This is an optimization exercise on Yosys and OpenROAD, whose aim is a short achievable clock period, not a production implementation.
The RTL was checked by simulation tests, not by an equivalence proof against the original design.

==> job 9857 <==
==> flow/design.v <==
`default_nettype none
package mpc_pkg;
    localparam int NPER      = 6;
    localparam int P_TODAY     = 0;
    localparam int P_YESTERDAY = 1;
    localparam int P_WEEK      = 2;
    localparam int P_MONTH     = 3;
    localparam int P_YEAR      = 4;
    localparam int P_QUARTER   = 5;
    localparam int READING_BITS = 32;
    localparam int RD_W   = 32;
    localparam int USE_W  = 33;
    localparam int DIFF_W = USE_W + 1;
    localparam int THR_W  = 16;
    localparam int YEAR_W = 12;
    localparam int DOY_W  = 9;
    localparam logic [RD_W-1:0] READING_MASK = (READING_BITS >= RD_W) ? '1 :
        RD_W'((64'(1) << READING_BITS) - 64'(1));
    localparam int CFG_IDX_W = 3;
    localparam logic [CFG_IDX_W-1:0] CFG_WEEK_START     = 3'd0;
    localparam logic [CFG_IDX_W-1:0] CFG_QUARTER_ANCHOR = 3'd1;
    localparam logic [CFG_IDX_W-1:0] CFG_QUARTER_DAY    = 3'd2;
    localparam logic [CFG_IDX_W-1:0] CFG_THRESHOLD      = 3'd3;
    localparam logic [CFG_IDX_W-1:0] CFG_PERIOD_ENABLE  = 3'd4;
    localparam logic [2:0]       RST_WEEK_START     = 3'd2;
    localparam logic [3:0]       RST_QUARTER_ANCHOR = 4'd1;
    localparam logic [4:0]       RST_QUARTER_DAY    = 5'd1;
    localparam logic [THR_W-1:0] RST_THRESHOLD      = 16'd10;
    localparam logic [NPER-1:0]  RST_PERIOD_ENABLE  = 6'h3f;
    localparam int MONTHS_PER_YEAR = 12;
    localparam int YEARS_PER_CENTURY = 100;
    localparam int CENTURY_RECIP = 5243;
    localparam int CENTURY_SHIFT = 19;
    typedef logic signed [USE_W-1:0] use_t;
    typedef struct packed {
        use_t [NPER-1:0] val;
        logic            rolled;
    } period_word_t;
    typedef struct packed {
        use_t [NPER-1:0] val;
        logic [NPER-1:0] mask;
        logic            rolled;
    } result_word_t;
endpackage
`default_nettype wire
`default_nettype none
import mpc_pkg::*;
module mpc_change_detect (
    input  wire logic                       aclk,
    input  wire logic                       aresetn,
    input  wire logic                       in_valid,
    input  wire logic                       enable,
    input  wire logic signed [USE_W-1:0]    val,
    input  wire logic signed [USE_W+1:0]    lo,
    input  wire logic signed [USE_W+1:0]    hi,
    output logic                            mask
);
    logic signed [USE_W-1:0] last_sent_reg;
    logic                    sent_once_reg;
    logic signed [USE_W+1:0] last_x;
    logic                    moved;
    assign last_x = {{2{last_sent_reg[USE_W-1]}}, last_sent_reg};
    assign moved  = (lo >= last_x) || (hi <= last_x);
    assign mask   = enable && (!sent_once_reg || moved);
    always_ff @(posedge aclk) begin
        if (!aresetn) begin
            last_sent_reg <= '0;
            sent_once_reg <= 1'b0;
        end else if (in_valid && mask) begin
            last_sent_reg <= val;
            sent_once_reg <= 1'b1;
        end
    end
endmodule
`default_nettype wire
`default_nettype none
import mpc_pkg::*;
module meter_period_consumption_core (
    input  wire logic         aclk,
    input  wire logic         aresetn,
    input  wire logic [71:0]  s_tdata,
    input  wire logic [1:0]   s_tuser,
    input  wire logic         s_tvalid,
    output logic              s_tready,
    output logic [199:0]      m_tdata,
    output logic [6:0]        m_tuser,
    output logic              m_tvalid,
    input  wire logic         m_tready,
    input  wire logic         cfg_valid,
    output logic              cfg_ready,
    input  wire logic [mpc_pkg::CFG_IDX_W-1:0] cfg_index,
    input  wire logic [15:0]  cfg_data
);
    function automatic logic [4:0] month_days(input logic leap, input logic [3:0] m);
        logic [4:0] len;
        case (m)
            4'd2:                    len = leap ? 5'd29 : 5'd28;
            4'd4, 4'd6, 4'd9, 4'd11: len = 5'd30;
            default:                 len = 5'd31;
        endcase
        month_days = len;
    endfunction
    function automatic logic mod3_zero(input logic [3:0] x);
        logic z;
        case (x)
            4'd0, 4'd3, 4'd6, 4'd9, 4'd12, 4'd15: z = 1'b1;
            default:                              z = 1'b0;
        endcase
        mod3_zero = z;
    endfunction
    function automatic logic mul25(input logic [9:0] k);
        logic z;
        z = 1'b0;
        for (int i = 0; i < 1024; i += 25) begin
            if (k == 10'(i)) z = 1'b1;
        end
        mul25 = z;
    endfunction
    logic adv;
    assign cfg_ready = 1'b1;
    assign s_tready  = m_tready;
    assign adv       = m_tready;
    logic [2:0]       week_start_reg;
    logic [3:0]       q_anchor_reg;
    logic [4:0]       q_day_reg;
    logic [THR_W-1:0] threshold_reg;
    logic [NPER-1:0]  enable_reg;
    always_ff @(posedge aclk) begin
        if (!aresetn) begin
            week_start_reg <= RST_WEEK_START;
            q_anchor_reg   <= RST_QUARTER_ANCHOR;
            q_day_reg      <= RST_QUARTER_DAY;
            threshold_reg  <= RST_THRESHOLD;
            enable_reg     <= RST_PERIOD_ENABLE;
        end else if (cfg_valid) begin
            case (cfg_index)
                CFG_WEEK_START:     week_start_reg <= cfg_data[2:0];
                CFG_QUARTER_ANCHOR: q_anchor_reg   <= cfg_data[3:0];
                CFG_QUARTER_DAY:    q_day_reg      <= cfg_data[4:0];
                CFG_THRESHOLD:      threshold_reg  <= cfg_data[THR_W-1:0];
                CFG_PERIOD_ENABLE:  enable_reg     <= cfg_data[NPER-1:0];
                default: ;
            endcase
        end
    end
    logic             s0_v;
    logic [RD_W-1:0]  s0_rd;
    logic             s0_dv;
    logic [YEAR_W-1:0] s0_year;
    logic [3:0]       s0_month;
    logic [4:0]       s0_mday;
    logic [2:0]       s0_wday;
    logic [DOY_W-1:0] s0_doy;
    always_ff @(posedge aclk) begin
        if (!aresetn)  s0_v <= 1'b0;
        else if (adv)  s0_v <= s_tvalid && s_tuser[0];
        if (adv) begin
            s0_rd    <= s_tdata[31:0] & READING_MASK;
            s0_dv    <= s_tuser[1];
            s0_year  <= s_tdata[43:32];
            s0_month <= s_tdata[47:44];
            s0_mday  <= s_tdata[52:48];
            s0_wday  <= s_tdata[55:53];
            s0_doy   <= s_tdata[64:56];
        end
    end
    logic             s1_v;
    logic [RD_W-1:0]  s1_rd;
    logic             s1_dv;
    logic [DOY_W-1:0] s1_doy;
    logic             s1_doy_nz;
    logic             s1_wd_hit;
    logic             s1_md1;
    logic             s1_doy1;
    logic             s1_qmonth;
    logic [4:0]       s1_qday;
    logic [4:0]       s1_lim;
    logic             s1_mday_q;
    logic             s1_mday_lim;
    logic [4:0] d_qday;
    logic [4:0] d_lim;
    logic       d_qmonth;
    always_comb begin
        logic [3:0]        anchor;
        logic [4:0]        mdiff;
        logic [3:0]        mdist;
        logic              leap;
        anchor = ((q_anchor_reg >= 4'd1) && (q_anchor_reg <= 4'd12)) ? q_anchor_reg : 4'd1;
        mdiff  = {1'b0, s0_month} - {1'b0, anchor};
        mdist  = mdiff[4] ? 4'(mdiff + 5'd12) : mdiff[3:0];
        d_qmonth = mod3_zero(mdist);
        d_qday = (q_day_reg == '0) ? 5'd1 : q_day_reg;
        leap   = (s0_year[1:0] == 2'b00) &&
                 (!mul25(s0_year[11:2]) || (s0_year[3:2] == 2'b00));
        d_lim  = month_days(leap, s0_month);
    end
    always_ff @(posedge aclk) begin
        if (!aresetn)  s1_v <= 1'b0;
        else if (adv)  s1_v <= s0_v;
        if (adv) begin
            s1_rd       <= s0_rd;
            s1_dv       <= s0_dv;
            s1_doy      <= s0_doy;
            s1_doy_nz   <= (s0_doy != '0);
            s1_wd_hit   <= (s0_wday == week_start_reg);
            s1_md1      <= (s0_mday == 5'd1);
            s1_doy1     <= (s0_doy == 9'd1);
            s1_qmonth   <= d_qmonth;
            s1_qday     <= d_qday;
            s1_lim      <= d_lim;
            s1_mday_q   <= (s0_mday == d_qday);
            s1_mday_lim <= (s0_mday == d_lim);
        end
    end
    logic             s2_v;
    logic [RD_W-1:0]  s2_rd;
    logic             s2_dv;
    logic [DOY_W-1:0] s2_doy;
    logic             s2_doy_nz;
    logic             s2_wd_hit;
    logic             s2_md1;
    logic             s2_doy1;
    logic             s2_qs;
    always_ff @(posedge aclk) begin
        if (!aresetn)  s2_v <= 1'b0;
        else if (adv)  s2_v <= s1_v;
        if (adv) begin
            s2_rd     <= s1_rd;
            s2_dv     <= s1_dv;
            s2_doy    <= s1_doy;
            s2_doy_nz <= s1_doy_nz;
            s2_wd_hit <= s1_wd_hit;
            s2_md1    <= s1_md1;
            s2_doy1   <= s1_doy1;
            s2_qs     <= s1_qmonth && ((s1_qday > s1_lim) ? s1_mday_lim : s1_mday_q);
        end
    end
    logic [RD_W-1:0]  base_t, base_y, base_w, base_m, base_a, base_q;
    logic [DOY_W-1:0] stored_day;
    logic             seen;
    logic             roll;
    logic             s3_v;
    logic             s3_roll;
    logic [RD_W-1:0]  s3_rd;
    assign roll = s2_v && s2_dv && !((s2_doy == stored_day) && seen);
    always_ff @(posedge aclk) begin
        if (!aresetn) begin
            base_t     <= '0;
            base_y     <= '0;
            base_w     <= '0;
            base_m     <= '0;
            base_a     <= '0;
            base_q     <= '0;
            stored_day <= '0;
            seen       <= 1'b0;
            s3_v       <= 1'b0;
        end else if (adv) begin
            s3_v <= s2_v;
            if (roll) begin
                base_y     <= base_t;
                base_t     <= s2_rd;
                stored_day <= s2_doy;
                seen       <= s2_doy_nz;
                if (seen && s2_wd_hit) base_w <= s2_rd;
                if (seen && s2_md1)    base_m <= s2_rd;
                if (seen && s2_doy1)   base_a <= s2_rd;
                if (seen && s2_qs)     base_q <= s2_rd;
            end
        end
        if (adv) begin
            s3_roll <= roll;
            s3_rd   <= s2_rd;
        end
    end
    logic                    s4_v;
    logic                    s4_roll;
    logic signed [USE_W-1:0] s4_val [NPER];
    always_ff @(posedge aclk) begin
        if (!aresetn)  s4_v <= 1'b0;
        else if (adv)  s4_v <= s3_v;
        if (adv) begin
            s4_roll <= s3_roll;
            s4_val[P_TODAY]     <= {1'b0, s3_rd}  - {1'b0, base_t};
            s4_val[P_YESTERDAY] <= {1'b0, base_t} - {1'b0, base_y};
            s4_val[P_WEEK]      <= {1'b0, s3_rd}  - {1'b0, base_w};
            s4_val[P_MONTH]     <= {1'b0, s3_rd}  - {1'b0, base_m};
            s4_val[P_YEAR]      <= {1'b0, s3_rd}  - {1'b0, base_a};
            s4_val[P_QUARTER]   <= {1'b0, s3_rd}  - {1'b0, base_q};
        end
    end
    logic                    s5_v;
    logic                    s5_roll;
    logic signed [USE_W-1:0] s5_val [NPER];
    logic signed [USE_W+1:0] s5_lo  [NPER];
    logic signed [USE_W+1:0] s5_hi  [NPER];
    logic signed [USE_W+1:0] thr1;
    assign thr1 = {{(USE_W+2-THR_W){1'b0}}, threshold_reg} + 35'sd1;
    always_ff @(posedge aclk) begin
        if (!aresetn)  s5_v <= 1'b0;
        else if (adv)  s5_v <= s4_v;
        if (adv) begin
            s5_roll <= s4_roll;
            for (int i = 0; i < NPER; i++) begin
                s5_val[i] <= s4_val[i];
                s5_lo[i]  <= {{2{s4_val[i][USE_W-1]}}, s4_val[i]} - thr1;
                s5_hi[i]  <= {{2{s4_val[i][USE_W-1]}}, s4_val[i]} + thr1;
            end
        end
    end
    logic [NPER-1:0]         mask;
    logic                    out_v;
    logic                    out_roll;
    logic [NPER-1:0]         out_mask;
    logic signed [USE_W-1:0] out_val [NPER];
    for (genvar p = 0; p < NPER; p++) begin : g_cd
        mpc_change_detect u_cd (
            .aclk     (aclk),
            .aresetn  (aresetn),
            .in_valid (s5_v && adv),
            .enable   (enable_reg[p]),
            .val      (s5_val[p]),
            .lo       (s5_lo[p]),
            .hi       (s5_hi[p]),
            .mask     (mask[p])
        );
    end
    always_ff @(posedge aclk) begin
        if (!aresetn)  out_v <= 1'b0;
        else if (adv)  out_v <= s5_v;
        if (adv) begin
            out_roll <= s5_roll;
            out_mask <= mask;
            for (int i = 0; i < NPER; i++) begin
                out_val[i] <= enable_reg[i] ? s5_val[i] : '0;
            end
        end
    end
    assign m_tvalid = out_v;
    always_comb begin
        m_tdata = '0;
        for (int i = 0; i < NPER; i++) begin
            m_tdata[i*USE_W +: USE_W] = out_val[i];
        end
        m_tuser = {out_roll, out_mask};
    end
endmodule
`default_nettype wire
==> flow/run.sh <==
#!/bin/bash
# synth_recipe.tcl (not shown) runs the flow's synth.tcl, then flattens the netlist and writes it again
# the make line also repeats each setting of config.mk as NAME=value (left out here)
make -C /OpenROAD-flow-scripts/flow DESIGN_CONFIG=/design/flow/config.mk WORK_HOME=/design/flow/orfs CLKGATE_MAP_FILE= SYNTH_SCRIPT=/design/flow/synth_recipe.tcl finish
==> flow/config.mk <==
export PLATFORM = sky130hd
export DESIGN_NAME = meter_period_consumption_core
export DESIGN_NICKNAME = meter_period_consumption_core
export VERILOG_FILES = /design/flow/design.v
export SDC_FILE = /design/flow/constraint.sdc
export NUM_CORES = 4
export LEC_CHECK = 0
export CAP_MARGIN = 20
export CORE_MARGIN = 2
export CORE_UTILIZATION = 40
export SLEW_MARGIN = 20
==> flow/constraint.sdc <==
create_clock -name core_clock -period 13.0 [get_ports {aclk}]
set_input_delay 2.6000 -clock core_clock [delete_from_list [all_inputs] [get_ports {aclk}]]
set_output_delay 2.6000 -clock core_clock [all_outputs]
set_load 0.01 [all_outputs]
==> inputs of job 8526, as changes to job 9857 <==
==> flow/flow/run.sh (new file) <==
#!/bin/bash
set -euo pipefail
here=$(pwd)
bash standard.sh \
  SETUP_SLACK_MARGIN=8.4 \
  IO_CONSTRAINTS="$here/flow/io.tcl" \
  finish > "$here/standard_flow.log" 2>&1
==> flow/flow/io.tcl (new file) <==
set_io_pin_constraint -group -order -pin_names {m_tready s_tready}
==> flow/standard.sh (new file) <==
#!/bin/bash
# synth_recipe.tcl (not shown) runs the flow's synth.tcl, then flattens the netlist and writes it again
# the make line also repeats each setting of config.mk as NAME=value (left out here)
make -C /OpenROAD-flow-scripts/flow DESIGN_CONFIG=/design/flow/config.mk WORK_HOME=/design/flow/orfs CLKGATE_MAP_FILE= SYNTH_SCRIPT=/design/flow/synth_recipe.tcl "${@:-finish}"
removed: flow/run.sh
==> impl_metrics.json <==
{
  "run_status": "finished clean",
  "postCtsSetupRepairBufs": 0,
  "diodes": 4,
  "path_cells": "buf_12, clkdlybuf4s50_1",
  "r2r_cells": 17,
  "seq_power_w": 0.00639,
  "clk_latency_ns": 0.86,
  "seq-cell-share_pct": 45.1,
  "grt_pass1_vias": 58913,
  "p_leak_nw": 36.7,
  "setup_ws_ns": 6.85,
  "antenna_found_initial": 35,
  "vias_per_cell": 5.37,
  "holdCritStartpoint": "s0_rd[13]$_DFFE_PP_"
}
That was job 9857.
==> impl_metrics.json <==
{
  "vias_per_cell": 5.37,
  "seq-cell-share_pct": 44.7,
  "p_leak_nw": 37.1,
  "diodes": 5,
  "seq_power_w": 0.00638,
  "path_cells": "buf_16, buf_6",
  "run_status": "finished clean",
  "clk_latency_ns": 0.84,
  "setup_ws_ns": 7.59,
  "hpwl_um": 176000,
  "grt_pass1_vias": 59359,
  "postCtsSetupRepairBufs": 35
}
That was job 8526.

-- static timing again, ports no longer ideal --
How much do the figures lean on ideal ports? The routed layouts below were timed once more, with nothing changed but the port constraints. Step 1: set_driving_cell puts a clkbuf_16 on aclk and a buf_2 on each other input, an assumption about the parent block. Step 2 times the ports against the registers' clock, not the clock port: input delays grow and output delays shrink by t, the midpoint of the rising clock arrivals with the driver on. Slacks: ideal / step 1 / step 2; pairs: ideal / step 1.
run | t, ns | slack for setup (ns) | slew at the worst register clock pin (ns)
job 9857 | 0.932 | 6.854 / 6.791 / 6.791 | 0.07 / 0.07
job 8526 | 0.904 | 7.589 / 7.388 / 7.388 | 0.07 / 0.07
After both steps every run listed still meets setup and hold. The setup slack of job 8526, which loses most, moves by -0.201 ns with the drivers and by -0.201 ns with both steps.
